This is an optimization exercise on Yosys and OpenROAD, whose aim is small area, not a production implementation. Where RTL was checked, it was by simulation tests only, not by an equivalence proof against the original. The RTL of run 3 was laid out without a check of its function. Power figures rest on the tool's default switching activity, not on a simulated workload.

===== run.sh =====
#!/bin/bash
# synth_recipe.tcl (not shown) runs the flow's synth.tcl, then flattens the netlist and writes it again
# the make line also repeats each setting of config.mk as NAME=value (left out here)
make -C /OpenROAD-flow-scripts/flow DESIGN_CONFIG=/design/flow/config.mk WORK_HOME=/design/flow/orfs CLKGATE_MAP_FILE= SYNTH_SCRIPT=/design/flow/synth_recipe.tcl finish

===== config.mk =====
export PLATFORM = sky130hd
export DESIGN_NAME = rs_syndrome_calc
export DESIGN_NICKNAME = rs_syndrome_calc
export VERILOG_FILES = /design/flow/design.v
export SDC_FILE = /design/flow/constraint.sdc
export NUM_CORES = 4
export LEC_CHECK = 0
export CAP_MARGIN = 20
export CORE_MARGIN = 2
export CORE_UTILIZATION = 40
export SLEW_MARGIN = 20

===== constraint.sdc =====
create_clock -name core_clock -period 6.0 [get_ports {clk}]
set_input_delay 1.2000 -clock core_clock [delete_from_list [all_inputs] [get_ports {clk}]]
set_output_delay 1.2000 -clock core_clock [all_outputs]
set_load 0.01 [all_outputs]

===== design.v =====
`default_nettype none
package rs_syndrome_calc_pkg;
   localparam int          N         = 255;
   localparam int          K         = 223;
   localparam int          NSYM      = N - K;
   localparam logic [8:0]  PRIM_POLY = 9'h11d;
   localparam logic [7:0]  LAST_SLOT = 8'(N - 1);
   function automatic logic [7:0] gf2_8_add(input logic [7:0] a, input logic [7:0] b);
      gf2_8_add = a ^ b;
   endfunction
   function automatic logic [7:0] gf2_8_mul(input logic [7:0] a, input logic [7:0] b);
      logic [7:0] p;
      logic [7:0] t;
      integer     i;
      p = 8'h00;
      t = a;
      for (i = 0; i < 8; i = i + 1) begin
         if (b[i]) p = p ^ t;
         t = t[7] ? ((t << 1) ^ PRIM_POLY[7:0]) : (t << 1);
      end
      gf2_8_mul = p;
   endfunction
   function automatic logic [7:0] alpha_pow(input int e);
      logic [7:0] v;
      v = 8'h01;
      for (int i = 0; i < e; i++) v = gf2_8_mul(v, 8'h02);
      alpha_pow = v;
   endfunction
endpackage
`default_nettype wire
`default_nettype none
module rs_synd_cell
#(
   parameter logic [7:0] COEF = 8'h02
) (
   input  logic       clk,
   input  logic       i_en,
   input  logic       i_first,
   input  logic [7:0] i_data,
   output logic [7:0] o_acc_next
);
   logic [7:0] r_acc;
   logic [7:0] w_scaled;
   assign w_scaled   = i_first ? 8'h00 : rs_syndrome_calc_pkg::gf2_8_mul(r_acc, COEF);
   assign o_acc_next = rs_syndrome_calc_pkg::gf2_8_add(w_scaled, i_data);
   always_ff @(posedge clk) begin
      if (i_en) r_acc <= o_acc_next;
   end
endmodule
`default_nettype wire
`default_nettype none
module rs_syndrome_calc
(
   input  logic         clk,
   input  logic         rst,
   input  logic         din_valid,
   input  logic         din_sof,
   input  logic [7:0]   data_in,
   output logic         synd_valid,
   input  logic         synd_ready,
   output logic [255:0] syndromes,
   output logic         synd_err,
   output logic         overrun,
   output logic         sync_err
);
   logic [7:0]   r_cnt;
   logic [255:0] r_synd;
   logic         r_valid;
   logic         r_overrun;
   logic         r_sync_err;
   logic [7:0]   w_slot;
   logic         w_first;
   logic         w_last;
   logic         w_sync;
   logic         w_load;
   logic         w_drop;
   logic [255:0] w_acc_next;
   assign w_slot  = (din_valid && din_sof) ? 8'd0 : r_cnt;
   assign w_first = (w_slot == 8'd0);
   assign w_last  = din_valid && (w_slot == rs_syndrome_calc_pkg::LAST_SLOT);
   assign w_sync  = din_valid && din_sof && (r_cnt != 8'd0);
   assign w_load  = w_last && (!r_valid || synd_ready);
   assign w_drop  = w_last && r_valid && !synd_ready;
   genvar j;
   generate
      for (j = 1; j <= rs_syndrome_calc_pkg::NSYM; j++) begin : g_cell
         rs_synd_cell #(
            .COEF (rs_syndrome_calc_pkg::alpha_pow(j))
         ) u_cell (
            .clk        (clk),
            .i_en       (din_valid),
            .i_first    (w_first),
            .i_data     (data_in),
            .o_acc_next (w_acc_next[8*j-1 -: 8])
         );
      end
   endgenerate
   always_ff @(posedge clk or posedge rst) begin
      if (rst) begin
         r_cnt      <= 8'd0;
         r_valid    <= 1'b0;
         r_overrun  <= 1'b0;
         r_sync_err <= 1'b0;
      end else begin
         if (din_valid)
            r_cnt <= (w_slot == rs_syndrome_calc_pkg::LAST_SLOT) ? 8'd0 : w_slot + 8'd1;
         r_sync_err <= w_sync;
         r_overrun  <= w_drop;
         if (w_load) begin
            r_valid <= 1'b1;
         end else if (r_valid && synd_ready) begin
            r_valid <= 1'b0;
         end
      end
   end
   always_ff @(posedge clk) begin
      if (w_load) r_synd <= w_acc_next;
   end
   assign synd_valid = r_valid;
   assign syndromes  = r_synd;
   assign synd_err   = |r_synd;
   assign overrun    = r_overrun;
   assign sync_err   = r_sync_err;
endmodule
`default_nettype wire

==> impl_metrics.py, run 1 <==
metrics = {
    "floorplanning": {
        "die_h_microns": 249,
        "dieArea_sq_mm": 0.0620,
        "row_count": 89,
        "fp.coreArea_sq_mm": 0.0592,
        "die_w_microns": 249,
        "start_util_pct": 40.6,
        "ios": 273,
    },
    "timing": {
        "fin_setup_tns_ps": 0,
        "rsz0062_at_grt": "no",
        "final_hold_viol_count": 0,
        "max_freq_mhz": 210,
        "finalCritPeriodShare_pct": 79.4,
        "holdWs_ps": 593,
        "slew-limit-headroom_pct": 28.2,
        "tightest_slew_ps": 1070,
        "final_max_slew_viol_count": 0,
        "min_period_ps": 4760,
        "fin_skew_ps": 28.4,
        "finalSetupViolations": 0,
    },
    "worst_setup_path": {
        "arrival_ps": 3560,
        "reg2reg_to": "r_synd[21]$_DFFE_PP_",
        "slowest_delay_ps": 930,
        "worstPathCellList": "nor4_1, nand4_1, nor4_2, nand4_1, clkdlybuf4s50_1",
        "reg2reg_depth": 7,
        "crit_fanout": 2,
        "critPathLaunch": "r_synd[65]$_DFFE_PP_",
        "reg2reg_from": "r_cnt[1]$_DFFE_PP0P_",
        "cp-end-kind": "output pin",
        "path_buf_inv": 1,
        "crit_required_ps": 4800,
        "reg2reg_slack_ps": 3000,
        "crit_slowest_cell": "nor4_1",
        "path_delay_family": "simple AND/OR/NAND/NOR gates",
        "cp_common_cell": "nand4_1",
        "worst-setup-path-type": "flip-flop to output pin",
        "crit_path_start_kind": "flip-flop",
    },
    "power": {
        "p_int_mw": 13.3,
        "switchingPower_mw": 6.78,
        "comb_power_share_pct": 44.5,
        "power_density_mw_per_mm2": 679,
        "seqPwrFrac_pct": 37.7,
        "clockPowerShare_pct": 17.8,
        "peakVddDrop_v": 0.000255,
        "p_leak_nw": 10.4,
        "p_sw_share_pct": 33.8,
    },
    "synthesis": {
        "yosysTopAreaCellShare_pct": 64.0,
        "synth-edff-count": 512,
        "yosys.area.top_type": "edfxtp_1",
        "ys_top_cells_by_count": "512 x edfxtp_1, 410 x xnor2_1, 220 x nand2_1",
        "syn_area_sq_mm": 0.0240,
        "synth_seq_cells": 523,
        "synth_fp_nets": 1653,
        "yosysWarnings": 33,
        "synth_async_sr_flop_share_pct": 2.10,
        "syn_inst": 1637,
        "synth_area_leaders": "edfxtp_1 64%, xnor2_1 15%, xor2_1 7.3%",
        "synth.most_common_cell": "edfxtp_1",
        "ys_types": 44,
        "synth_ff_type": "edfxtp_1",
        "yosysSeqAreaShare_pct": 65.1,
        "syn_area_per_cell_sq_um": 14.7,
    },
    "status": {
        "status": "no timing/DRC/antenna violations",
    },
    "placement": {
        "placed_area_sq_mm": 0.0276,
        "placed_cells": 2637,
        "dpl.hpwl_mm": 37.9,
        "port_buffers": 272,
        "place_congestion": 0.815,
    },
    "clock_tree": {
        "cts_tree": "yes",
        "clock_latency_ps": 620,
        "cts-root-buf": "clkbuf_16",
        "htree_levels": 2,
        "post_cts_buffers": 0,
        "cts-hold-fix-buffers": 0,
        "clk_pin_slew_ps": 60,
        "cts_resized": 0,
        "cts_buffer_depth": 3,
        "cts_made_buffers": 57,
        "cts.sinks": 523,
    },
    "run": {
        "maxCapViolCount": 0,
    },
    "cells_and_area": {
        "n_antenna_cell": 0,
        "layout-area-overhead-vs-synth_pct": 22.9,
        "stdcell_count": 2742,
        "fin_nets": 1939,
        "final_area_sq_mm": 0.0295,
        "drive_gt1_share_pct": 6.09,
    },
    "global_route": {
        "overflow": 0,
        "use_met3_pct": 3.32,
        "grt_pass1_wl_mm": 88.8,
        "met2_usage_pct": 30.5,
        "use_met1_pct": 26.4,
        "antenna_found_initial": 0,
        "grt.total_usage_pct": 19.0,
        "grt-busiest-layer": "met2",
        "grt_pass1_vias": 13861,
        "grt_max_degree": 130,
    },
    "detailed_routing": {
        "dr.pass1.iters": 4,
        "drtIter0Drc": 907,
        "routedWlPerCell_microns": 21.7,
        "drt-total-wl_mm": 59.5,
        "final_antenna_net_count": 0,
        "avgViaCountPerCell": 4.92,
        "num_vias": 13504,
        "drc_errors": 0,
    },
    "min_path": {
        "holdPathStages": 2,
        "holdCritStartpoint": "r_cnt[2]$_DFFE_PP0P_",
        "whs_endpoint": "r_cnt[2]$_DFFE_PP0P_",
        "min_path_type": "flip-flop to flip-flop",
    },
}
-- cells in the final DEF, fill, tap and decap left out, types with 5 or more instances in the layout --
cell type        instances
clkdlybuf4s50_1        263
nor4_1                  67
clkbuf_1                 7
edfxtp_1               512
xnor2_1                410
xnor3_1                 31
and3_1                   5
buf_2                    8
bufinv_16                9
clkinv_1                15
xor2_1                 201
buf_4                   12
clkbuf_16               57
buf_12                   8
nand4_1                 18
nor2_1                  45
inv_1                   10
clkinv_2                 7
dfrtp_1                 11
nand2_1                220
-- tightest hold or removal path, delay by kind of cell, from the launching register on --
family	cells	cell delay, ps
compound gates	1	70
buf+inv	1	70
flops	1	410
-- cell families (layout without fill, tap and decap cells) --
family	after synthesis	in the layout	share of synthesized area, %
AO/OA/AOI/OAI	19	19	0.646
multiplexers	2	2	0.0885
buffers and inverters	75	407	1.43
flip-flops	523	523	65.1
AND/OR/NAND/NOR	368	368	6.91
adder cells (fa/ha/maj)	3	3	0.156
XOR/XNOR	647	647	25.6
-- power by group through the flow --
stage | Sequential, mW | Combinational, mW | Clock [mW]
after global placement | 7.61 | 8.81 | 0
after global routing | 7.67 | 9.97 | 3.80
after floorplan | 7.38 | 7.60 | 0
after detailed placement | 7.61 | 8.93 | 0
after CTS | 7.57 | 9.03 | 3.66
final | 7.55 | 8.92 | 3.57
-- registers in the layout, summed over array words and instances (netlist names) --
name                 flops
g_cell.u_cell.r_acc    256
r_cnt                    8
r_overrun                1
r_sync_err               1
r_synd                 256
r_valid                  1
-- per-layer routing --
metal / vias up / share of wire (%)
li1: 6278 / -
met1: 6799 / 46
met2: 334 / 47
met3: 93 / 4.7
met4: 0 / 2.6
met5: - / 0
-- layout make-up --
| class | instances | area, sq um |
|---|---|---|
| fill | 5092 | 29700 |
| sequential | 523 | 15700 |
| multi-input combinational | 1039 | 8050 |
| timing repair buffer | 292 | 2940 |
| clock buffer | 64 | 1450 |
| tap | 773 | 967 |
| clock inverter | 41 | 444 |
| inverter | 10 | 37.5 |
-- metrics by stage --
stage / power, mW / setup WS, ps / utilization, %
final: 20.0 / 1240 / 49.9
after global routing: 21.4 / 1090 / 49.9
after detailed placement: 16.5 / 1470 / 46.6
after floorplan: 15.0 / 213 / -
after global placement: 16.4 / 1470 / 46.6
after CTS: 20.2 / 800 / 49.8
-- worst max-delay path by stage --
stage,end,slack (ps),cells past startpoint
final,synd_err,1240,5
after global routing,synd_err,1090,5
after CTS,synd_err,800,5
after detailed placement,synd_err,1470,5
after global placement,synd_err,1470,5
after floorplan,r_synd[0]$_DFFE_PP_,210,7
==> run 2, diff against run 1 <==
--- a/config.mk
+++ b/config.mk
@@ -7,5 +7,6 @@
 export LEC_CHECK = 0
 export CAP_MARGIN = 20
 export CORE_MARGIN = 2
-export CORE_UTILIZATION = 40
+export CORE_UTILIZATION = 60
+export CTS_BUF_LIST = sky130_fd_sc_hd__clkbuf_4 sky130_fd_sc_hd__clkbuf_8
 export SLEW_MARGIN = 20
==> run 2 against run 1 <==
Power is 3.3% lower. Maximum frequency is 0.28% higher. Worst hold slack better by 29 ps. Sequential share of layout area rose by 1.2 points. Via count increased by 2.7%. Cell count decreased by 7.5%. Still clean. Die area is 33% lower. Global-route usage is 8.3 points higher.
==> impl_metrics.py, run 2 <==
metrics = {
    "status": {
        "status": "no timing/DRC/antenna violations",
    },
    "clock_tree": {
        "htree_levels": 3,
        "cts-hold-fix-buffers": 0,
        "cts.sinks": 523,
        "cts-root-buf": "clkbuf_8",
        "cts_resized": 0,
        "clock_latency_ps": 640,
        "post_cts_buffers": 0,
        "cts_tree": "yes",
        "clk_pin_slew_ps": 60,
        "cts_made_buffers": 83,
        "cts_buffer_depth": 3,
    },
    "run": {
        "maxCapViolCount": 0,
    },
    "timing": {
        "final_hold_viol_count": 0,
        "finalCritPeriodShare_pct": 79.2,
        "fin_ws_ps": 1250,
        "min_period_ps": 4750,
        "slew-limit-headroom_pct": 34.0,
        "final_max_slew_viol_count": 0,
        "rsz0062_at_grt": "no",
        "tightest_slew_ps": 990,
        "fin_skew_ps": 23.3,
        "fin_setup_tns_ps": 0,
        "max_freq_mhz": 210,
        "finalSetupViolations": 0,
        "holdWs_ps": 622,
    },
    "synthesis": {
        "syn_inst": 1637,
        "synth_ff_type": "edfxtp_1",
        "syn_area_per_cell_sq_um": 14.7,
        "synth.most_common_cell": "edfxtp_1",
        "yosysTopAreaCellShare_pct": 64.0,
        "ys_top_cells_by_count": "512 x edfxtp_1, 410 x xnor2_1, 220 x nand2_1",
        "yosysWarnings": 33,
        "ys_types": 44,
        "synth_fp_nets": 1653,
        "synth-edff-count": 512,
        "synth_area_leaders": "edfxtp_1 64%, xnor2_1 15%, xor2_1 7.3%",
        "syn_area_sq_mm": 0.0240,
        "yosysSeqAreaShare_pct": 65.1,
        "synth_async_sr_flop_share_pct": 2.10,
        "synth_seq_cells": 523,
        "yosys.area.top_type": "edfxtp_1",
    },
    "placement": {
        "dpl.hpwl_mm": 34.4,
        "preCtsSetupSlack_ps": 1610,
        "port_buffers": 272,
        "place_congestion": 0.849,
        "placed_cells": 2387,
        "placed_area_sq_mm": 0.0273,
    },
    "detailed_routing": {
        "routedWlPerCell_microns": 22.0,
        "drt-total-wl_mm": 55.7,
        "avgViaCountPerCell": 5.47,
        "final_antenna_net_count": 0,
        "drc_errors": 0,
        "dr.pass1.iters": 5,
        "num_vias": 13867,
        "drtIter0Drc": 1001,
    },
    "cells_and_area": {
        "fillCellCount": 2696,
        "final_area_sq_mm": 0.0289,
        "n_antenna_cell": 0,
        "layout_common_cells": "512 x edfxtp_1, 410 x xnor2_1, 263 x clkdlybuf4s50_1",
        "fin_nets": 1963,
        "stdcell_count": 2535,
        "drive_gt1_share_pct": 8.11,
        "layout-area-overhead-vs-synth_pct": 20.1,
        "final_common_cell": "edfxtp_1",
        "largestRegisters": "g_cell.u_cell.r_acc x256, r_synd x256, r_cnt x8",
    },
    "power": {
        "power_density_mw_per_mm2": 672,
        "peakVddDrop_v": 0.000328,
        "p_leak_nw": 10.3,
    },
    "global_route": {
        "grt_max_degree": 176,
        "overflow": 0,
        "grt_pass1_vias": 13922,
        "grt_pass1_wl_mm": 84.5,
        "antenna_found_initial": 0,
        "grt.total_usage_pct": 27.3,
    },
    "worst_setup_path": {
        "reg2reg_from": "r_cnt[1]$_DFFE_PP0P_",
        "crit_fanout": 2,
        "cp-end-kind": "output pin",
        "worst-setup-path-type": "flip-flop to output pin",
        "crit_path_start_kind": "flip-flop",
        "critPathLaunch": "r_synd[73]$_DFFE_PP_",
        "arrival_ps": 3550,
        "crit_required_ps": 4800,
    },
    "floorplanning": {
        "dieArea_sq_mm": 0.0417,
        "die_w_microns": 204,
        "row_count": 73,
        "start_util_pct": 60.6,
        "die_h_microns": 204,
        "ios": 273,
        "fp.coreArea_sq_mm": 0.0396,
    },
    "min_path": {
        "holdCritStartpoint": "r_cnt[7]$_DFFE_PP0P_",
        "min_path_type": "flip-flop to flip-flop",
    },
}
run 2: cell families after synthesis:
family / synth area share (%)
mux: 0.0885
xor+xnor: 25.6
flops: 65.1
simple gates: 6.91
compound gates: 0.646
fa+ha+maj: 0.156
buf+inv: 1.43
run 2: area by class of cell:
| type | instances | area, sq um | share of cell area, % |
|---|---|---|---|
| Multi-Input combinational cell | 1039 | 8040 | 27.9 |
| Clock inverter | 35 | 208 | 0.720 |
| Sequential cell | 523 | 15700 | 54.2 |
| Timing Repair Buffer | 290 | 2870 | 9.96 |
| Clock buffer | 113 | 1390 | 4.83 |
| Tap cell | 525 | 657 | 2.28 |
| Inverter | 10 | 37.5 | 0.130 |
run 2: report_power, final:
group          internal (mW)  switching, mW  leakage, nW  total, mW
Clock                   1.59           1.38        0.854       2.97
Sequential              6.68          0.889         4.95       7.56
Combinational           4.45           4.40         4.49       8.85
run 2: stage by stage:
stage               power (mW)  utilization [%]
detailed placement        16.4             68.8
finish                    19.4             72.8
global route              20.8             72.8
global placement          16.2             68.8
CTS                       19.5             72.8
floorplan                 15.0                -
run 2: final timing paths:
check	endpoint	slack, ps	cells past startpoint
worst max-delay path	synd_err	1250	5
worst min-delay path	r_cnt[7]$_DFFE_PP0P_	620	2
worst max register to register	r_synd[140]$_DFFE_PP_	2990	7
worst min register to register	r_cnt[7]$_DFFE_PP0P_	620	2
max in group asynchronous	r_cnt[3]$_DFFE_PP0P_	4850	2
min in group asynchronous	r_overrun$_DFF_PP0_	860	2
run 2: worst max-delay path, cell delays in order (launching register included):
cell	delay, ps
edfxtp_1	400
nor4_1	540
nand4_1	340
nor4_1	860
nand4_1	170
clkdlybuf4s50_1	600
run 2: layer usage:
metal | wire [microns] | track usage, %
met1 | 24400 | 39.6
met2 | 26300 | 42.2
met3 | 3890 | 4.91
met4 | 1160 | 8.95
met5 | 0 | 0
==> run 3, diff against run 2 <==
--- a/design.v
+++ b/design.v
@@ -34,6 +34,7 @@
    parameter logic [7:0] COEF = 8'h02
 ) (
    input  logic       clk,
+   input  logic       rst,
    input  logic       i_en,
    input  logic       i_first,
    input  logic [7:0] i_data,
@@ -43,8 +44,9 @@
    logic [7:0] w_scaled;
    assign w_scaled   = i_first ? 8'h00 : rs_syndrome_calc_pkg::gf2_8_mul(r_acc, COEF);
    assign o_acc_next = rs_syndrome_calc_pkg::gf2_8_add(w_scaled, i_data);
-   always_ff @(posedge clk) begin
-      if (i_en) r_acc <= o_acc_next;
+   always_ff @(posedge clk or posedge rst) begin
+      if (rst)       r_acc <= 8'h00;
+      else if (i_en) r_acc <= o_acc_next;
    end
 endmodule
 `default_nettype wire
@@ -66,6 +68,7 @@
    logic [7:0]   r_cnt;
    logic [255:0] r_synd;
    logic         r_valid;
+   logic         r_err;
    logic         r_overrun;
    logic         r_sync_err;
    logic [7:0]   w_slot;
@@ -88,6 +91,7 @@
             .COEF (rs_syndrome_calc_pkg::alpha_pow(j))
          ) u_cell (
             .clk        (clk),
+            .rst        (rst),
             .i_en       (din_valid),
             .i_first    (w_first),
             .i_data     (data_in),
@@ -98,7 +102,9 @@
    always_ff @(posedge clk or posedge rst) begin
       if (rst) begin
          r_cnt      <= 8'd0;
+         r_synd     <= '0;
          r_valid    <= 1'b0;
+         r_err      <= 1'b0;
          r_overrun  <= 1'b0;
          r_sync_err <= 1'b0;
       end else begin
@@ -107,18 +113,17 @@
          r_sync_err <= w_sync;
          r_overrun  <= w_drop;
          if (w_load) begin
+            r_synd  <= w_acc_next;
+            r_err   <= |w_acc_next;
             r_valid <= 1'b1;
          end else if (r_valid && synd_ready) begin
             r_valid <= 1'b0;
          end
       end
    end
-   always_ff @(posedge clk) begin
-      if (w_load) r_synd <= w_acc_next;
-   end
    assign synd_valid = r_valid;
    assign syndromes  = r_synd;
-   assign synd_err   = |r_synd;
+   assign synd_err   = r_err;
    assign overrun    = r_overrun;
    assign sync_err   = r_sync_err;
 endmodule
--- a/config.mk
+++ b/config.mk
@@ -7,6 +7,5 @@
 export LEC_CHECK = 0
 export CAP_MARGIN = 20
 export CORE_MARGIN = 2
-export CORE_UTILIZATION = 60
-export CTS_BUF_LIST = sky130_fd_sc_hd__clkbuf_4 sky130_fd_sc_hd__clkbuf_8
+export CORE_UTILIZATION = 40
 export SLEW_MARGIN = 20
==> run 3 against run 2 <==
Worst setup slack worse by 440 ps. Still clean on timing, DRC and antenna. Non-clock buffer count up 112. Synthesized cell count up 110%. Core utilization down 24 points. Maximum frequency down 8.5%. Area after synthesis up 28%. Via count up 88%. Die area up 90%. First-iteration DRC count rose to 2.6 times the previous value. Critical path depth up 9. Largest power group unchanged. Clock skew down 8.0 ps. Critical endpoint is now r_err$_DFFE_PP0P_.
==> impl_metrics.py, run 3 <==
metrics = {
    "floorplanning": {
        "ios": 273,
        "die_h_microns": 281,
        "dieArea_sq_mm": 0.0792,
        "fp.coreArea_sq_mm": 0.0761,
        "start_util_pct": 40.5,
        "row_count": 101,
        "die_w_microns": 281,
    },
    "cells_and_area": {
        "final_common_cell": "dfrtp_1",
        "fin_nets": 3708,
        "final_area_sq_mm": 0.0369,
        "drive_gt1_share_pct": 7.14,
        "fillCellCount": 7371,
        "largestRegisters": "g_cell.u_cell.r_acc x256, r_synd x256, r_cnt x8",
        "final_util_pct": 48.5,
        "layout_common_cells": "524 x dfrtp_1, 484 x xnor2_1, 446 x nand2_1, 446 x nor2_1, 306 x o21ai_0",
        "layout-area-overhead-vs-synth_pct": 19.8,
    },
    "global_route": {
        "grt.total_usage_pct": 27.6,
        "antenna_found_initial": 2,
        "grt_max_degree": 239,
        "overflow": 0,
        "grt_pass1_wl_mm": 164,
        "grt_pass1_vias": 24727,
    },
    "synthesis": {
        "synth_area_leaders": "dfrtp_1 43%, xnor2_1 14%, nand2_1 5.4%",
        "yosysSeqAreaShare_pct": 42.6,
        "synth_fp_nets": 3532,
        "syn_inst": 3516,
        "synth.most_common_cell": "dfrtp_1",
        "synth-edff-count": 0,
        "synth_async_sr_flop_share_pct": 100,
        "yosysTopAreaCellShare_pct": 42.6,
        "yosys.area.top_type": "dfrtp_1",
        "synth_seq_cells": 524,
        "syn_area_per_cell_sq_um": 8.76,
        "syn_area_sq_mm": 0.0308,
        "ys_top_cells_by_count": "524 x dfrtp_1, 484 x xnor2_1, 446 x nand2_1, 446 x nor2_1",
        "ys_types": 79,
        "synth_ff_type": "dfrtp_1",
        "yosysWarnings": 33,
    },
    "placement": {
        "port_buffers": 272,
        "placed_area_sq_mm": 0.0348,
        "place_congestion": 0.972,
        "dpl.hpwl_mm": 80.2,
    },
    "detailed_routing": {
        "drtIter0Drc": 2579,
        "routedWlPerCell_microns": 23.1,
        "drc_errors": 0,
        "final_antenna_net_count": 0,
        "drt-total-wl_mm": 110,
        "dr.pass1.iters": 6,
        "num_vias": 26051,
        "avgViaCountPerCell": 5.46,
    },
    "clock_tree": {
        "cts_buffer_depth": 3,
        "post_cts_buffers": 0,
        "htree_levels": 2,
        "cts-root-buf": "clkbuf_16",
        "clock_latency_ps": 630,
        "cts-hold-fix-buffers": 0,
        "cts_made_buffers": 58,
        "cts_resized": 0,
        "cts_tree": "yes",
        "clk_pin_slew_ps": 70,
        "cts.sinks": 524,
    },
    "timing": {
        "fin_skew_ps": 15.3,
        "final_hold_viol_count": 0,
        "fin_setup_tns_ps": 0,
        "slew-limit-headroom_pct": 25.8,
        "max_freq_mhz": 193,
        "final_max_slew_viol_count": 0,
        "min_period_ps": 5190,
        "finalSetupViolations": 0,
        "finalCritPeriodShare_pct": 86.6,
        "rsz0062_at_grt": "no",
        "tightest_slew_ps": 1100,
    },
    "worst_setup_path": {
        "arrival_ps": 5710,
        "crit_slowest_cell": "o21ai_4",
        "crit_required_ps": 6510,
        "worst-setup-path-type": "primary input to flip-flop",
        "slowest_delay_ps": 870,
        "crit_fanout": 26,
        "crit_path_start_kind": "primary input",
        "worstPathCellList": "clkdlybuf4s50_1, nand2_1, nand2_1, ha_1, or3b_1, o21ai_4, buf_4, nor2_1, xnor2_1, nand4_1, or4_1, or4_1, and4bb_1, a31oi_1",
        "cp-end-kind": "flip-flop",
    },
    "power": {
        "finalPower_mw": 27.0,
        "p_leak_nw": 15.0,
        "power_density_mw_per_mm2": 731,
        "peakVddDrop_v": 0.000364,
    },
    "min_path": {
        "min_path_type": "flip-flop to flip-flop",
    },
    "run": {
        "maxCapViolCount": 0,
    },
    "status": {
        "status": "no timing/DRC/antenna violations",
    },
}
==> run 3: logic make-up after synthesis <==
family	count (synthesis)	synth area share [%]
XOR/XNOR	711	21.9
multiplexers	31	1.05
AO/OA/AOI/OAI	824	15.0
buffers and inverters	316	4.05
adder cells (fa/ha/maj)	3	0.122
flip-flops	524	42.6
AND/OR/NAND/NOR	1107	15.3
==> run 3: path summary, 6_finish.rpt <==
| check | from | endpoint | slack [ps] | cells after the start |
|---|---|---|---|---|
| hold reg to reg | r_synd[98]$_DFFE_PP0P_ | r_synd[98]$_DFFE_PP0P_ | 480 | 2 |
| hold / removal | r_synd[98]$_DFFE_PP0P_ | r_synd[98]$_DFFE_PP0P_ | 480 | 2 |
| setup / recovery | din_sof | r_err$_DFFE_PP0P_ | 810 | 14 |
| max in group asynchronous | rst | r_synd[27]$_DFFE_PP0P_ | 3540 | 3 |
| min in group asynchronous | rst | r_synd[85]$_DFFE_PP0P_ | 1020 | 2 |
| setup reg to reg | r_cnt[0]$_DFFE_PP0P_ | r_err$_DFFE_PP0P_ | 1590 | 12 |
==> run 3: power breakdown <==
part | internal (mW) | total [mW] | switching, mW
Clock | 2.33 | 3.91 | 1.58
Combinational | 6.74 | 17.3 | 10.5
Sequential | 4.43 | 5.79 | 1.35
Total | 13.5 | 27.0 | 13.5
==> run 3: layer usage <==
layer | track usage, % | part of all wire, % | up-vias
met3 | 5.67 | 8.1 | 215
met2 | 41.4 | 44 | 1006
met1 | 39.3 | 44 | 12681
li1 | - | - | 12145
met4 | 10.4 | 3.9 | 4
met5 | 0 | 0.020 | -
==> run 3: area by class of cell <==
| class | instances | area, sq um | area share, % |
|---|---|---|---|
| clock buffer | 76 | 1650 | 4.48 |
| inverter | 30 | 116 | 0.315 |
| sequential | 524 | 13100 | 35.5 |
| timing repair buffer | 402 | 3850 | 10.4 |
| tap | 1030 | 1290 | 3.49 |
| antenna | 2 | 5.00 | 0.0136 |
| multi-input combinational | 2676 | 16500 | 44.6 |
| clock inverter | 31 | 414 | 1.12 |
==> run 3: metrics by stage <==
stage / cells / hold slack (ps) / setup WS [ps]
after floorplan: 3516 / 500 / -2320
after global placement: 4662 / 462 / 322
after detailed placement: 4662 / 470 / 211
after CTS: 4769 / 484 / 880
after global routing: 4769 / 493 / 666
final: 4771 / 477 / 806
==> run 3: critical path: cells and delay by family <==
family	cells	cell delay [ps]
AO/OA/AOI/OAI	2	940
AND/OR/NAND/NOR	8	2310
XOR/XNOR	1	210
buffers and inverters	2	810
adder cells (fa/ha/maj)	1	220
==> run 4, diff against run 3 <==
--- a/design.v
+++ b/design.v
@@ -34,7 +34,6 @@
    parameter logic [7:0] COEF = 8'h02
 ) (
    input  logic       clk,
-   input  logic       rst,
    input  logic       i_en,
    input  logic       i_first,
    input  logic [7:0] i_data,
@@ -44,9 +43,8 @@
    logic [7:0] w_scaled;
    assign w_scaled   = i_first ? 8'h00 : rs_syndrome_calc_pkg::gf2_8_mul(r_acc, COEF);
    assign o_acc_next = rs_syndrome_calc_pkg::gf2_8_add(w_scaled, i_data);
-   always_ff @(posedge clk or posedge rst) begin
-      if (rst)       r_acc <= 8'h00;
-      else if (i_en) r_acc <= o_acc_next;
+   always_ff @(posedge clk) begin
+      if (i_en) r_acc <= o_acc_next;
    end
 endmodule
 `default_nettype wire
@@ -68,7 +66,6 @@
    logic [7:0]   r_cnt;
    logic [255:0] r_synd;
    logic         r_valid;
-   logic         r_err;
    logic         r_overrun;
    logic         r_sync_err;
    logic [7:0]   w_slot;
@@ -91,7 +88,6 @@
             .COEF (rs_syndrome_calc_pkg::alpha_pow(j))
          ) u_cell (
             .clk        (clk),
-            .rst        (rst),
             .i_en       (din_valid),
             .i_first    (w_first),
             .i_data     (data_in),
@@ -102,9 +98,7 @@
    always_ff @(posedge clk or posedge rst) begin
       if (rst) begin
          r_cnt      <= 8'd0;
-         r_synd     <= '0;
          r_valid    <= 1'b0;
-         r_err      <= 1'b0;
          r_overrun  <= 1'b0;
          r_sync_err <= 1'b0;
       end else begin
@@ -113,17 +107,18 @@
          r_sync_err <= w_sync;
          r_overrun  <= w_drop;
          if (w_load) begin
-            r_synd  <= w_acc_next;
-            r_err   <= |w_acc_next;
             r_valid <= 1'b1;
          end else if (r_valid && synd_ready) begin
             r_valid <= 1'b0;
          end
       end
    end
+   always_ff @(posedge clk) begin
+      if (w_load) r_synd <= w_acc_next;
+   end
    assign synd_valid = r_valid;
    assign syndromes  = r_synd;
-   assign synd_err   = r_err;
+   assign synd_err   = |r_synd;
    assign overrun    = r_overrun;
    assign sync_err   = r_sync_err;
 endmodule
==> flow/run.sh (new file) <==
#!/bin/bash
# Standard ORFS layout with three changes to how it is made:
#  - port buffers use the smallest buffer (buf_1) instead of the one buffer_ports picks;
#  - CTS uses small clock buffers and inserts no dummy load cells.
# Every tool's output goes to flow_make.log in the work folder (ORFS keeps its own
# per-step logs under orfs/logs/).
set -euo pipefail
export BUFFER_PORTS_ARGS="-buffer_cell sky130_fd_sc_hd__buf_1"
export CTS_ARGS="-sink_clustering_enable -repair_clock_nets -dont_use_dummy_load -buf_list {sky130_fd_sc_hd__clkbuf_4 sky130_fd_sc_hd__clkbuf_8}"
bash standard.sh finish > flow_make.log 2>&1
==> standard.sh (new file) <==
#!/bin/bash
# synth_recipe.tcl (not shown) runs the flow's synth.tcl, then flattens the netlist and writes it again
# the make line also repeats each setting of config.mk as NAME=value (left out here)
make -C /OpenROAD-flow-scripts/flow DESIGN_CONFIG=/design/flow/config.mk WORK_HOME=/design/flow/orfs CLKGATE_MAP_FILE= SYNTH_SCRIPT=/design/flow/synth_recipe.tcl "${@:-finish}"
removed: run.sh
==> run 4 against run 3 <==
Critical path type is now flip-flop to output pin. Worst hold slack improved by 31 ps. Area after synthesis fell by 22%. Critical path depth fell by 9. Design area fell by 26%. Register-to-register slack improved by 1300 ps. Highest routed layer is now met4. Non-clock buffer count fell by 106. Via count fell by 48%. Clock power fell by 34%. Maximum frequency rose by 16%. Die area fell by 22%. Cell count fell by 43%.
==> impl_metrics.py, run 4 <==
metrics = {
    "status": {
        "status": "no timing/DRC/antenna violations",
    },
    "power": {
        "finalPower_mw": 19.1,
        "peakVddDrop_v": 0.000229,
        "power_density_mw_per_mm2": 700,
        "p_leak_nw": 9.40,
    },
    "placement": {
        "placed_area_sq_mm": 0.0260,
        "place_congestion": 0.800,
        "dpl.hpwl_mm": 37.9,
        "port_buffers": 272,
    },
    "synthesis": {
        "yosysWarnings": 33,
        "yosysTopAreaCellShare_pct": 64.0,
        "synth_seq_cells": 523,
        "ys_types": 44,
        "synth_fp_nets": 1653,
        "synth.most_common_cell": "edfxtp_1",
        "yosysSeqAreaShare_pct": 65.1,
        "syn_area_per_cell_sq_um": 14.7,
        "synth_area_leaders": "edfxtp_1 64%, xnor2_1 15%, xor2_1 7.3%",
        "synth_async_sr_flop_share_pct": 2.10,
        "ys_top_cells_by_count": "512 x edfxtp_1, 410 x xnor2_1, 220 x nand2_1",
        "synth-edff-count": 512,
        "syn_inst": 1637,
        "syn_area_sq_mm": 0.0240,
        "yosys.area.top_type": "edfxtp_1",
        "synth_ff_type": "edfxtp_1",
    },
    "timing": {
        "tightest_slew_ps": 1040,
        "min_period_ps": 4460,
        "holdWs_ps": 508,
        "max_freq_mhz": 224,
        "final_max_slew_viol_count": 0,
        "final_hold_viol_count": 0,
        "fin_setup_tns_ps": 0,
        "finalCritPeriodShare_pct": 74.4,
        "fin_skew_ps": 60.6,
        "slew-limit-headroom_pct": 30.9,
        "rsz0062_at_grt": "no",
        "finalSetupViolations": 0,
    },
    "detailed_routing": {
        "drtIter0Drc": 924,
        "num_vias": 13624,
        "drc_errors": 0,
        "final_antenna_net_count": 0,
        "routedWlPerCell_microns": 21.8,
        "dr.pass1.iters": 7,
        "drt-total-wl_mm": 59.6,
        "avgViaCountPerCell": 4.99,
    },
    "worst_setup_path": {
        "reg2reg_slack_ps": 2920,
        "reg2reg_depth": 7,
        "path_buf_inv": 1,
        "crit_required_ps": 4800,
        "arrival_ps": 3260,
        "path_delay_family": "simple AND/OR/NAND/NOR gates",
        "worstPathCellList": "nor4_1, nand4_1, nor4_1, nand4_1, buf_1",
        "reg2reg_from": "r_cnt[1]$_DFFE_PP0P_",
        "slowest_delay_ps": 790,
        "reg2reg_to": "r_synd[151]$_DFFE_PP_",
        "cp-end-kind": "output pin",
        "crit_fanout": 2,
        "crit_slowest_cell": "nor4_1",
        "crit_path_start_kind": "flip-flop",
        "worst-setup-path-type": "flip-flop to output pin",
    },
    "clock_tree": {
        "htree_levels": 3,
        "cts_made_buffers": 89,
        "cts-hold-fix-buffers": 0,
        "post_cts_buffers": 0,
        "clk_pin_slew_ps": 60,
        "clock_latency_ps": 660,
        "cts.sinks": 523,
        "cts_resized": 0,
        "cts_buffer_depth": 3,
        "cts-root-buf": "clkbuf_8",
        "cts_tree": "yes",
    },
    "floorplanning": {
        "start_util_pct": 40.6,
        "fp.coreArea_sq_mm": 0.0592,
        "dieArea_sq_mm": 0.0620,
        "ios": 273,
        "die_h_microns": 249,
        "die_w_microns": 249,
        "row_count": 89,
    },
    "cells_and_area": {
        "layout_common_cells": "512 x edfxtp_1, 410 x xnor2_1, 263 x buf_1",
        "drive_gt1_share_pct": 6.64,
        "final_area_sq_mm": 0.0272,
        "fillCellCount": 5295,
        "final_common_cell": "edfxtp_1",
        "largestRegisters": "g_cell.u_cell.r_acc x256, r_synd x256, r_cnt x8",
        "layout-area-overhead-vs-synth_pct": 13.2,
        "fin_nets": 1975,
    },
    "global_route": {
        "grt_pass1_vias": 13871,
        "grt_max_degree": 130,
        "overflow": 0,
        "grt_pass1_wl_mm": 87.6,
        "grt.total_usage_pct": 18.9,
        "antenna_found_initial": 1,
    },
    "run": {
        "maxCapViolCount": 0,
    },
    "min_path": {
        "min_path_type": "primary input to asynchronous set/reset pin",
    },
}
==> run 4: cell count changes in the layout (fill, tap and decap cells not counted), moves of 263 or more <==
cell and delta:
clkdlybuf4s50_1 -263, buf_1 +263, o21ai_0 -305, nor2_1 -401
edfxtp_1 +512, a21oi_1 -302, dfrtp_1 -513
==> run 4: logic make-up after synthesis <==
family,count (synthesis),synth area share [%]
buf+inv,75,1.43
flops,523,65.1
xor+xnor,647,25.6
fa+ha+maj,3,0.156
simple gates,368,6.91
mux,2,0.0885
compound gates,19,0.646
==> run 4: cell type report <==
class                           count  area, sq um  area share [%]
Sequential cell                   523        15700            57.5
Multi-Input combinational cell   1039         8050            29.6
Timing Repair Buffer              296         1270            4.69
Clock buffer                       89         1220            4.50
Tap cell                          773          967            3.56
Inverter                           10         37.5           0.138
Antenna cell                        2         5.00          0.0184
==> run 4: worst max path at each step <==
stage / start / end / slack [ps] / cells past startpoint
floorplan: din_valid / r_synd[0]$_DFFE_PP_ / 210 / 7
global placement: r_synd[65]$_DFFE_PP_ / synd_err / 1490 / 5
detailed placement: din_sof / r_synd[150]$_DFFE_PP_ / 1850 / 8
CTS: r_synd[131]$_DFFE_PP_ / synd_err / 1360 / 5
global route: r_synd[154]$_DFFE_PP_ / synd_err / 1400 / 5
finish: r_synd[154]$_DFFE_PP_ / synd_err / 1540 / 5
==> run 4: per-layer routing <==
layer  track usage (%)  routed length [microns]  vias to the layer above
met1              26.3                    26700                     6822
met5                 0                        0                        -
met2              29.3                    27500                      419
met3              3.95                     3750                       88
li1                  -                        -                     6295
met4              7.23                     1580                        0
==> run 4: where the power goes <==
group,internal (mW),switching (mW)
sequential,6.68,0.877
clock,1.30,1.28
combinational,4.45,4.46
total,12.4,6.62
==> run 4: worst register-to-register path, stage by stage, from the launching register on <==
cell and delay [ps]:
dfrtp_1 370, inv_1 90, a21oi_1 230, ha_1 200, and3_1 190, and3_1 340
and3b_4 840, buf_4 460
==> run 4: per-stage QoR <==
| step | utilization, % | cells | setup WS [ps] |
|---|---|---|---|
| CTS | 45.9 | 2730 | 1360 |
| floorplan | - | 1637 | 213 |
| finish | 45.9 | 2732 | 1540 |
| global route | 45.9 | 2732 | 1400 |
| global placement | 43.8 | 2640 | 1490 |
| detailed placement | 43.8 | 2641 | 1850 |
==> run 5, diff against run 4 <==
--- a/flow/run.sh
+++ b/flow/run.sh
@@ -6,5 +6,5 @@
 # per-step logs under orfs/logs/).
 set -euo pipefail
 export BUFFER_PORTS_ARGS="-buffer_cell sky130_fd_sc_hd__buf_1"
-export CTS_ARGS="-sink_clustering_enable -repair_clock_nets -dont_use_dummy_load -buf_list {sky130_fd_sc_hd__clkbuf_4 sky130_fd_sc_hd__clkbuf_8}"
+export CTS_ARGS="-sink_clustering_enable -repair_clock_nets -dont_use_dummy_load -sink_clustering_size 30 -sink_clustering_max_diameter 120 -buf_list {sky130_fd_sc_hd__clkbuf_8 sky130_fd_sc_hd__clkbuf_16}"
 bash standard.sh finish > flow_make.log 2>&1
==> run 5 against run 4 <==
Critical path depth did not move. Clock power fell by 34%. Largest cell class unchanged. Worst hold slack improved by 77 ps. Area after synthesis did not move. First-iteration DRC count grew 9.1%. Synthesized cell count did not move. Via count decreased by 2.8%. Die area unchanged. Clock skew hardly changed. Count of clock-buffer cells in the layout fell by 68. Routed wire length decreased by 2.2%. Still clean. Critical path type unchanged. Core utilization fell by 1.2 points.
==> impl_metrics.py, run 5 <==
metrics = {
    "status": {
        "status": "no timing/DRC/antenna violations",
    },
    "timing": {
        "finalCritPeriodShare_pct": 73.4,
        "max_freq_mhz": 227,
        "slew-limit-headroom_pct": 31.4,
        "fin_skew_ps": 60.2,
        "tightest_slew_ps": 1030,
        "fin_setup_tns_ps": 0,
        "holdWs_ps": 586,
        "min_period_ps": 4410,
        "final_max_slew_viol_count": 0,
        "finalSetupViolations": 0,
        "rsz0062_at_grt": "no",
        "final_hold_viol_count": 0,
    },
    "worst_setup_path": {
        "crit_end": "synd_err",
        "crit_slowest_cell": "nor4_1",
        "slowest_delay_ps": 750,
        "crit_path_start_kind": "flip-flop",
        "worst-setup-path-type": "flip-flop to output pin",
        "reg2reg_depth": 7,
        "reg2reg_slack_ps": 2980,
        "cp-end-kind": "output pin",
        "arrival_ps": 3210,
        "crit_required_ps": 4800,
        "critPathLaunch": "r_synd[154]$_DFFE_PP_",
        "worstPathCellList": "nor4_1, nand4_1, nor4_1, nand4_1, buf_1",
        "reg2reg_from": "r_cnt[1]$_DFFE_PP0P_",
        "reg2reg_to": "r_synd[151]$_DFFE_PP_",
        "crit_fanout": 2,
    },
    "synthesis": {
        "ys_types": 44,
        "syn_inst": 1637,
        "synth_seq_cells": 523,
        "yosysWarnings": 33,
        "syn_area_per_cell_sq_um": 14.7,
        "synth_async_sr_flop_share_pct": 2.10,
        "synth.most_common_cell": "edfxtp_1",
        "yosysTopAreaCellShare_pct": 64.0,
        "synth_fp_nets": 1653,
        "yosysSeqAreaShare_pct": 65.1,
        "yosys.area.top_type": "edfxtp_1",
        "synth-edff-count": 512,
        "synth_area_leaders": "edfxtp_1 64%, xnor2_1 15%, xor2_1 7.3%",
        "syn_area_sq_mm": 0.0240,
        "synth_ff_type": "edfxtp_1",
        "ys_top_cells_by_count": "512 x edfxtp_1, 410 x xnor2_1, 220 x nand2_1",
    },
    "placement": {
        "place_congestion": 0.800,
        "dpl.hpwl_mm": 37.9,
        "placed_area_sq_mm": 0.0260,
        "placed_cells": 2641,
        "port_buffers": 272,
    },
    "clock_tree": {
        "cts_made_buffers": 21,
        "post_cts_buffers": 0,
        "clk_pin_slew_ps": 120,
        "cts-root-buf": "clkbuf_16",
        "cts_resized": 0,
        "htree_levels": 1,
        "cts_tree": "yes",
        "cts_buffer_depth": 3,
        "cts-hold-fix-buffers": 0,
        "cts.sinks": 523,
        "clock_latency_ps": 580,
    },
    "global_route": {
        "grt_pass1_vias": 13313,
        "antenna_found_initial": 0,
        "grt.total_usage_pct": 18.3,
        "grt_pass1_wl_mm": 85.7,
        "grt_max_degree": 130,
        "overflow": 0,
    },
    "power": {
        "peakVddDrop_v": 0.000271,
        "p_leak_nw": 9.02,
        "power_density_mw_per_mm2": 685,
    },
    "detailed_routing": {
        "met2_wirelength_mm": 27.2,
        "met3_wirelength_mm": 3.14,
        "drt-total-wl_mm": 58.2,
        "avgViaCountPerCell": 4.98,
        "routedWlPerCell_microns": 21.9,
        "drtIter0Drc": 1008,
        "final_antenna_net_count": 0,
        "num_vias": 13244,
        "drc_errors": 0,
        "highest_layer": "met4",
        "wl_met1_mm": 26.5,
        "dr.pass1.iters": 5,
    },
    "floorplanning": {
        "dieArea_sq_mm": 0.0620,
        "start_util_pct": 40.6,
        "die_h_microns": 249,
        "die_w_microns": 249,
        "ios": 273,
        "fp.coreArea_sq_mm": 0.0592,
        "row_count": 89,
    },
    "cells_and_area": {
        "final_area_sq_mm": 0.0265,
        "layout_common_cells": "512 x edfxtp_1, 410 x xnor2_1, 263 x buf_1",
        "fin_nets": 1907,
        "n_antenna_cell": 0,
        "drive_gt1_share_pct": 3.28,
        "layout-area-overhead-vs-synth_pct": 10.3,
        "fillCellCount": 5321,
        "largestRegisters": "g_cell.u_cell.r_acc x256, r_synd x256, r_cnt x8",
        "final_common_cell": "edfxtp_1",
        "stdcell_count": 2662,
    },
    "run": {
        "maxCapViolCount": 0,
    },
    "min_path": {
        "min_path_type": "primary input to asynchronous set/reset pin",
    },
}
run 5: cell counts after synthesis:
No cell type changed its count.
run 5: worst max-delay path: cells and delay by family, from the launching register on:
kind,cells,cell delay [ps]
buffers and inverters,1,220
DFF,1,510
and+or+nand+nor,4,1900
run 5: report_power, final:
group	switching (mW)	internal, mW	leakage [nW]
registers	0.877	6.66	4.95
logic	4.46	4.45	3.81
clock network	1.06	0.635	0.259
total	6.40	11.7	9.02
run 5: area by class of cell:
class | count | area (sq um) | share of cell area (%)
clock buffer | 21 | 526 | 1.98
inverter | 10 | 37.5 | 0.142
multi-input combinational | 1039 | 8050 | 30.4
sequential | 523 | 15700 | 59.1
tap | 773 | 967 | 3.65
timing repair buffer | 296 | 1270 | 4.81
run 5: worst min-delay path by stage:
stage	endpoint	slack (ps)	cells past startpoint
finish	r_cnt[3]$_DFFE_PP0P_	590	2
global route	r_cnt[3]$_DFFE_PP0P_	610	2
CTS	r_cnt[3]$_DFFE_PP0P_	570	2
detailed placement	r_cnt[2]$_DFFE_PP0P_	590	2
global placement	r_cnt[2]$_DFFE_PP0P_	590	2
floorplan	r_cnt[2]$_DFFE_PP0P_	550	2
run 5: kinds of logic after synthesis:
group / share of synthesized area (%)
buf+inv: 1.43
flops: 65.1
simple gates: 6.91
mux: 0.0885
compound gates: 0.646
fa+ha+maj: 0.156
xor+xnor: 25.6
run 5: per-layer routing:
layer  vias to the layer above  global-route usage, %
li1                       6167                      -
met1                      6681                   26.4
met2                       339                   29.0
met3                        57                   2.57
met4                         0                   4.97
met5                         -                      0
run 5: per-stage QoR:
stage	total power [mW]	setup slack [ps]	util [%]
6_report	18.1	1590	44.7
5_1_grt	19.4	1450	44.7
4_1_cts	18.3	1420	44.7
3_5_place_dp	16.5	1850	43.8
3_3_place_gp	16.4	1490	43.8
2_1_floorplan	15.0	213	-
==> run 6, diff against run 5 <==
--- a/flow/run.sh
+++ b/flow/run.sh
@@ -6,5 +6,5 @@
 # per-step logs under orfs/logs/).
 set -euo pipefail
 export BUFFER_PORTS_ARGS="-buffer_cell sky130_fd_sc_hd__buf_1"
-export CTS_ARGS="-sink_clustering_enable -repair_clock_nets -dont_use_dummy_load -sink_clustering_size 30 -sink_clustering_max_diameter 120 -buf_list {sky130_fd_sc_hd__clkbuf_8 sky130_fd_sc_hd__clkbuf_16}"
+export CTS_ARGS="-sink_clustering_enable -repair_clock_nets -dont_use_dummy_load -sink_clustering_size 22 -sink_clustering_max_diameter 100 -buf_list {sky130_fd_sc_hd__clkbuf_8 sky130_fd_sc_hd__clkbuf_16}"
 bash standard.sh finish > flow_make.log 2>&1
==> run 6 against run 5 <==
Still clean on timing, DRC and antenna. Die area did not move. Design area up 0.66%. Cell count up 0.26%. Core utilization rose by 0.30 points.
==> impl_metrics.py, run 6 <==
metrics = {
    "synthesis": {
        "yosysWarnings": 33,
        "synth_ff_type": "edfxtp_1",
        "synth_seq_cells": 523,
        "synth_area_leaders": "edfxtp_1 64%, xnor2_1 15%, xor2_1 7.3%",
        "synth_async_sr_flop_share_pct": 2.10,
        "synth_fp_nets": 1653,
        "synth.most_common_cell": "edfxtp_1",
        "syn_inst": 1637,
        "ys_types": 44,
        "syn_area_sq_mm": 0.0240,
        "yosys.area.top_type": "edfxtp_1",
        "yosysTopAreaCellShare_pct": 64.0,
        "yosysSeqAreaShare_pct": 65.1,
        "ys_top_cells_by_count": "512 x edfxtp_1, 410 x xnor2_1, 220 x nand2_1",
        "syn_area_per_cell_sq_um": 14.7,
        "synth-edff-count": 512,
    },
    "power": {
        "p_leak_nw": 9.10,
        "power_density_mw_per_mm2": 689,
        "comb_power_share_pct": 48.4,
        "switchingPower_mw": 6.43,
        "peakVddDrop_v": 0.000268,
        "clockPowerShare_pct": 10.5,
        "seqPwrFrac_pct": 41.0,
        "finalPower_mw": 18.4,
        "p_int_mw": 11.9,
        "p_sw_share_pct": 35.0,
    },
    "detailed_routing": {
        "wl_met1_mm": 26.9,
        "drc_errors": 0,
        "num_vias": 13270,
        "avgViaCountPerCell": 4.97,
        "met3_wirelength_mm": 2.87,
        "routedWlPerCell_microns": 21.8,
        "drt-total-wl_mm": 58.3,
        "final_antenna_net_count": 0,
        "highest_layer": "met4",
        "met2_wirelength_mm": 27.5,
        "dr.pass1.iters": 5,
        "drtIter0Drc": 996,
    },
    "global_route": {
        "grt_pass1_vias": 13355,
        "grt_max_degree": 130,
        "antenna_found_initial": 0,
        "grt.total_usage_pct": 18.3,
        "overflow": 0,
        "grt_pass1_wl_mm": 86.2,
    },
    "timing": {
        "tightest_slew_ps": 1010,
        "max_freq_mhz": 223,
        "finalSetupViolations": 0,
        "slew-limit-headroom_pct": 32.4,
        "rsz0062_at_grt": "no",
        "min_period_ps": 4480,
        "fin_setup_tns_ps": 0,
        "final_max_slew_viol_count": 0,
        "fin_skew_ps": 60.7,
        "final_hold_viol_count": 0,
        "finalCritPeriodShare_pct": 74.7,
    },
    "worst_setup_path": {
        "path_buf_inv": 1,
        "worstPathCellList": "nor4_1, nand4_1, nor4_1, nand4_1, buf_1",
        "slowest_delay_ps": 770,
        "crit_path_start_kind": "flip-flop",
        "crit_slowest_cell": "nor4_1",
        "cp-end-kind": "output pin",
        "crit_required_ps": 4800,
        "path_delay_family": "simple AND/OR/NAND/NOR gates",
        "crit_fanout": 2,
        "worst-setup-path-type": "flip-flop to output pin",
        "arrival_ps": 3280,
    },
    "clock_tree": {
        "cts-root-buf": "clkbuf_16",
        "clk_pin_slew_ps": 90,
        "clock_latency_ps": 580,
        "cts_tree": "yes",
        "cts_resized": 0,
        "htree_levels": 1,
        "cts-hold-fix-buffers": 0,
        "cts_made_buffers": 28,
        "post_cts_buffers": 0,
        "cts.sinks": 523,
        "cts_buffer_depth": 3,
    },
    "cells_and_area": {
        "fillCellCount": 5306,
        "drive_gt1_share_pct": 3.64,
        "final_common_cell": "edfxtp_1",
        "fin_nets": 1914,
        "layout-area-overhead-vs-synth_pct": 11.0,
        "stdcell_count": 2669,
        "regArea_sq_mm": 0.0157,
        "largestRegisters": "g_cell.u_cell.r_acc x256, r_synd x256, r_cnt x8",
        "layout_common_cells": "512 x edfxtp_1, 410 x xnor2_1, 263 x buf_1",
        "n_antenna_cell": 0,
        "multi_input_area_sq_mm": 0.00805,
    },
    "min_path": {
        "min_path_type": "primary input to asynchronous set/reset pin",
    },
    "placement": {
        "dpl.hpwl_mm": 37.9,
        "placed_cells": 2641,
        "port_buffers": 272,
        "place_congestion": 0.800,
    },
    "floorplanning": {
        "die_h_microns": 249,
        "start_util_pct": 40.6,
        "row_count": 89,
        "dieArea_sq_mm": 0.0620,
        "die_w_microns": 249,
        "ios": 273,
        "fp.coreArea_sq_mm": 0.0592,
    },
    "run": {
        "maxCapViolCount": 0,
    },
    "status": {
        "status": "no timing/DRC/antenna violations",
    },
}
[run 6: final timing paths]
check / depth (start not counted) / to / slack [ps] / from
setup reg to reg: 7 / r_synd[151]$_DFFE_PP_ / 2920 / r_cnt[1]$_DFFE_PP0P_
hold / removal: 2 / r_valid$_DFFE_PP0P_ / 580 / rst
hold reg to reg: 2 / r_cnt[2]$_DFFE_PP0P_ / 600 / r_cnt[2]$_DFFE_PP0P_
max in group asynchronous: 2 / r_cnt[5]$_DFFE_PP0P_ / 5110 / rst
min in group core_clock: 2 / r_cnt[2]$_DFFE_PP0P_ / 600 / r_cnt[2]$_DFFE_PP0P_
setup / recovery: 5 / synd_err / 1520 / r_synd[154]$_DFFE_PP_
[run 6: cells by family (layout without fill, tap and decap cells)]
| kind of cell | count (synthesis) | in the layout | synth area share, % |
|---|---|---|---|
| xor+xnor | 647 | 647 | 25.6 |
| simple gates | 368 | 368 | 6.91 |
| mux | 2 | 2 | 0.0885 |
| fa+ha+maj | 3 | 3 | 0.156 |
| flops | 523 | 523 | 65.1 |
| compound gates | 19 | 19 | 0.646 |
| buf+inv | 75 | 334 | 1.43 |
[run 6: layer usage]
layer	track usage (%)	up-vias
met3	2.56	57
met2	29.5	343
li1	-	6179
met1	26.4	6691
met4	4.10	0
met5	0	-
[run 6: cell type report]
cell class                 instances  share of cell area (%)
tap                              773                    3.63
clock buffer                      28                    2.63
sequential                       523                    58.7
inverter                          10                   0.141
multi-input combinational       1039                    30.2
timing repair buffer             296                    4.78
[run 6: stage by stage]
step	hold slack, ps	worst slack, ps	util [%]	instance area [sq um]
final	576	1520	45.0	26700
after global placement	585	1490	43.8	26000
after global routing	597	1450	45.0	26700
after CTS	567	1420	45.0	26700
after detailed placement	590	1850	43.8	26000
after floorplan	547	213	-	24000
[run 6: power by group through the flow]
| stage | sequential [mW] | clock (mW) | combinational [mW] |
|---|---|---|---|
| after CTS | 7.55 | 2.00 | 9.00 |
| final | 7.54 | 1.94 | 8.90 |
| after detailed placement | 7.61 | 0 | 8.90 |
| after floorplan | 7.38 | 0 | 7.60 |
| after global placement | 7.61 | 0 | 8.78 |
| after global routing | 7.67 | 2.12 | 9.88 |
==> run 7, diff against run 6 <==
--- a/config.mk
+++ b/config.mk
@@ -7,5 +7,6 @@
 export LEC_CHECK = 0
 export CAP_MARGIN = 20
 export CORE_MARGIN = 2
-export CORE_UTILIZATION = 40
+export CORE_UTILIZATION = 65
+export PLACE_DENSITY = 0.75
 export SLEW_MARGIN = 20
==> run 7 against run 6 <==
Clock power is 4% lower. Clock skew down 32 ps. Critical path type unchanged. Routed wire length is 8.0% lower. Combinational power about the same. Area after synthesis is the same. Sequential share of layout area increased by 0.95 points. Maximum frequency is 3.4% higher. Cell count down 12%. Critical path depth stayed put. First-iteration DRC count rose by 21%. Worst setup slack improved by 150 ps. Sequential power barely moved.
==> impl_metrics.py, run 7 <==
metrics = {
    "synthesis": {
        "syn_inst": 1637,
        "yosysWarnings": 33,
        "synth_mux_area_share_pct": 0.0885,
        "yosysSeqAreaShare_pct": 65.1,
        "yosys.area.top_type": "edfxtp_1",
        "yosysTopAreaCellShare_pct": 64.0,
        "synthAdderAreaFrac_pct": 0.156,
        "ys_types": 44,
        "synthXorXnorAreaFrac_pct": 25.6,
        "synth-edff-count": 512,
        "synth_fp_nets": 1653,
        "synth.most_common_cell": "edfxtp_1",
        "synthSimpleGateAreaFrac_pct": 6.91,
        "ys_top_cells_by_count": "512 x edfxtp_1, 410 x xnor2_1, 220 x nand2_1",
        "synth_async_sr_flop_share_pct": 2.10,
        "synth_compound_area_share_pct": 0.646,
        "synth_top_family_by_area": "XOR/XNOR gates",
        "synth_area_leaders": "edfxtp_1 64%, xnor2_1 15%, xor2_1 7.3%",
        "syn_area_sq_mm": 0.0240,
        "synth_ff_type": "edfxtp_1",
        "syn_area_per_cell_sq_um": 14.7,
        "synth_seq_cells": 523,
    },
    "timing": {
        "fin_setup_tns_ps": 0,
        "finalCritPeriodShare_pct": 72.2,
        "holdWs_ps": 604,
        "final_hold_viol_count": 0,
        "fin_skew_ps": 28.7,
        "tightest_slew_ps": 1090,
        "final_max_slew_viol_count": 0,
        "slew-limit-headroom_pct": 27.3,
        "max_freq_mhz": 231,
        "rsz0062_at_grt": "no",
        "finalSetupViolations": 0,
        "min_period_ps": 4330,
    },
    "clock_tree": {
        "cts-hold-fix-buffers": 0,
        "cts_resized": 0,
        "cts-root-buf": "clkbuf_16",
        "clock_latency_ps": 580,
        "clk_pin_slew_ps": 90,
        "htree_levels": 1,
        "cts_tree": "yes",
        "cts_made_buffers": 27,
        "cts.sinks": 523,
        "cts_buffer_depth": 3,
        "post_cts_buffers": 0,
    },
    "worst_setup_path": {
        "reg2reg_depth": 7,
        "arrival_ps": 3130,
        "worst-setup-path-type": "flip-flop to output pin",
        "crit_required_ps": 4800,
        "critPathLaunch": "r_synd[213]$_DFFE_PP_",
        "cp-end-kind": "output pin",
        "reg2reg_slack_ps": 2800,
        "crit_path_start_kind": "flip-flop",
        "crit_end": "synd_err",
        "reg2reg_from": "r_cnt[1]$_DFFE_PP0P_",
        "crit_fanout": 2,
        "reg2reg_to": "r_synd[86]$_DFFE_PP_",
    },
    "status": {
        "status": "no timing/DRC/antenna violations",
    },
    "power": {
        "peakVddDrop_v": 0.000370,
        "finalPower_mw": 18.3,
        "power_density_mw_per_mm2": 696,
        "p_leak_nw": 9.08,
    },
    "cells_and_area": {
        "stdcell_count": 2360,
        "final_util_pct": 71.9,
        "fin_nets": 1909,
        "drive_gt1_share_pct": 3.33,
        "layout_common_cells": "512 x edfxtp_1, 410 x xnor2_1, 263 x buf_1",
        "final_common_cell": "edfxtp_1",
        "largestRegisters": "g_cell.u_cell.r_acc x256, r_synd x256, r_cnt x8",
        "layout-area-overhead-vs-synth_pct": 9.25,
    },
    "global_route": {
        "grt.total_usage_pct": 27.7,
        "antenna_found_initial": 1,
        "overflow": 0,
        "grt_pass1_wl_mm": 80.0,
        "grt_pass1_vias": 13310,
        "grt_max_degree": 154,
    },
    "floorplanning": {
        "fp.coreArea_sq_mm": 0.0365,
        "row_count": 70,
        "die_h_microns": 196,
        "start_util_pct": 65.8,
        "die_w_microns": 196,
        "dieArea_sq_mm": 0.0385,
        "ios": 273,
    },
    "placement": {
        "dpl.hpwl_mm": 34.0,
        "place_congestion": 0.867,
        "placed_cells": 2332,
        "port_buffers": 272,
    },
    "detailed_routing": {
        "dr.pass1.iters": 5,
        "num_vias": 13611,
        "final_antenna_net_count": 0,
        "avgViaCountPerCell": 5.77,
        "drc_errors": 0,
        "routedWlPerCell_microns": 22.7,
        "drtIter0Drc": 1210,
        "drt-total-wl_mm": 53.6,
    },
    "min_path": {
        "min_path_type": "flip-flop to flip-flop",
    },
    "run": {
        "maxCapViolCount": 0,
    },
}
==> run 7: stage by stage <==
step / setup WS [ps] / cell area [sq um]
2_1_floorplan: 213 / 24000
3_3_place_gp: 1700 / 25600
3_5_place_dp: 1590 / 25600
4_1_cts: 1530 / 26200
5_1_grt: 1610 / 26200
6_report: 1670 / 26300
==> run 7: power breakdown <==
part	switching [mW]	leakage, nW	internal [mW]
registers	0.892	4.95	6.66
clock network	1.06	0.333	0.800
logic	4.40	3.80	4.46
==> run 7: logic make-up (layout without fill, tap and decap cells) <==
kind of cell             count (synthesis)  in the layout
XOR/XNOR                               647            647
flip-flops                             523            523
AND/OR/NAND/NOR                        368            368
buffers and inverters                   75            329
AO/OA/AOI/OAI                           19             19
adder cells (fa/ha/maj)                  3              3
multiplexers                             2              2
other                                    0              1
==> run 7: cell type report <==
cell class | instances | area [sq um]
Antenna cell | 1 | 2.50
Clock buffer | 27 | 676
Fill cell | 2515 | 10300
Inverter | 10 | 37.5
Multi-Input combinational cell | 1039 | 8040
Sequential cell | 523 | 15700
Tap cell | 468 | 586
Timing Repair Buffer | 292 | 1260
==> run 7: per-layer routing <==
| layer | wire (microns) | track usage, % | up-vias |
|---|---|---|---|
| met5 | 0 | 0 | - |
| met4 | 1280 | 6.43 | 0 |
| met3 | 4200 | 4.81 | 74 |
| met2 | 25300 | 44.4 | 539 |
| met1 | 22900 | 40.3 | 6819 |
| li1 | - | - | 6179 |
==> run 7: worst min-delay path by stage <==
stage	from	endpoint	slack, ps	cells past startpoint
3_5_place_dp	r_cnt[2]$_DFFE_PP0P_	r_cnt[2]$_DFFE_PP0P_	590	2
3_3_place_gp	r_cnt[2]$_DFFE_PP0P_	r_cnt[2]$_DFFE_PP0P_	570	2
2_1_floorplan	r_cnt[2]$_DFFE_PP0P_	r_cnt[2]$_DFFE_PP0P_	550	2
4_1_cts	r_cnt[0]$_DFFE_PP0P_	r_cnt[0]$_DFFE_PP0P_	600	2
6_report	r_cnt[2]$_DFFE_PP0P_	r_cnt[2]$_DFFE_PP0P_	600	2
5_1_grt	rst	r_overrun$_DFF_PP0_	640	2
==> run 7: worst max-delay path, cell delays in order (launching register included) <==
cell and delay [ps]:
edfxtp_1 420, nor4_1 870, nand4_1 390, nor4_1 510, nand4_1 150, buf_1 220

[what the ideal ports hide]
The flow's constraints put no driver on any port. The routed layouts listed below were extracted and timed again, unchanged, in two steps. Step 1 assumes that a clkbuf_16 drives the clock port and a buf_2 every other input. Step 2 moves the port delays by t, midway between the first and last clock arrival at a register: inputs arrive t later, outputs are due t later. That takes back most of the time a late clock gives input paths. Three values: no drivers, after step 1, after step 2; two values: the first two.
| run | t, ns | setup WS [ns] | hold WS [ns] | clock arrival spread, ns | pins driven straight from the clock port |
|---|---|---|---|---|---|
| run 1 | 0.666 | 1.236 / 1.174 / 1.469 | 0.593 / 0.593 / 0.593 | 0.036 / 0.036 | 1 |
| run 2 | 0.679 | 1.249 / 1.199 / 1.513 | 0.622 / 0.622 / 0.622 | 0.033 / 0.032 | 1 |
| run 3 | 0.692 | 0.806 / 0.836 / 0.144 | 0.477 / 0.477 / 0.477 | 0.018 / 0.018 | 1 |
| run 4 | 0.696 | 1.539 / 1.481 / 1.848 | 0.508 / 0.471 / 0.595 | 0.076 / 0.076 | 1 |
| run 5 | 0.611 | 1.594 / 1.532 / 1.883 | 0.586 / 0.545 / 0.600 | 0.061 / 0.061 | 1 |
| run 6 | 0.621 | 1.519 / 1.458 / 1.877 | 0.576 / 0.536 / 0.599 | 0.076 / 0.076 | 1 |
| run 7 | 0.615 | 1.665 / 1.611 / 1.587 | 0.604 / 0.586 / 0.604 | 0.029 / 0.029 | 1 |
After both steps setup and hold are still met in every run listed. For run 3, which loses most, drivers alone change the setup slack by +0.030 ns; drivers and shift together by -0.662 ns.
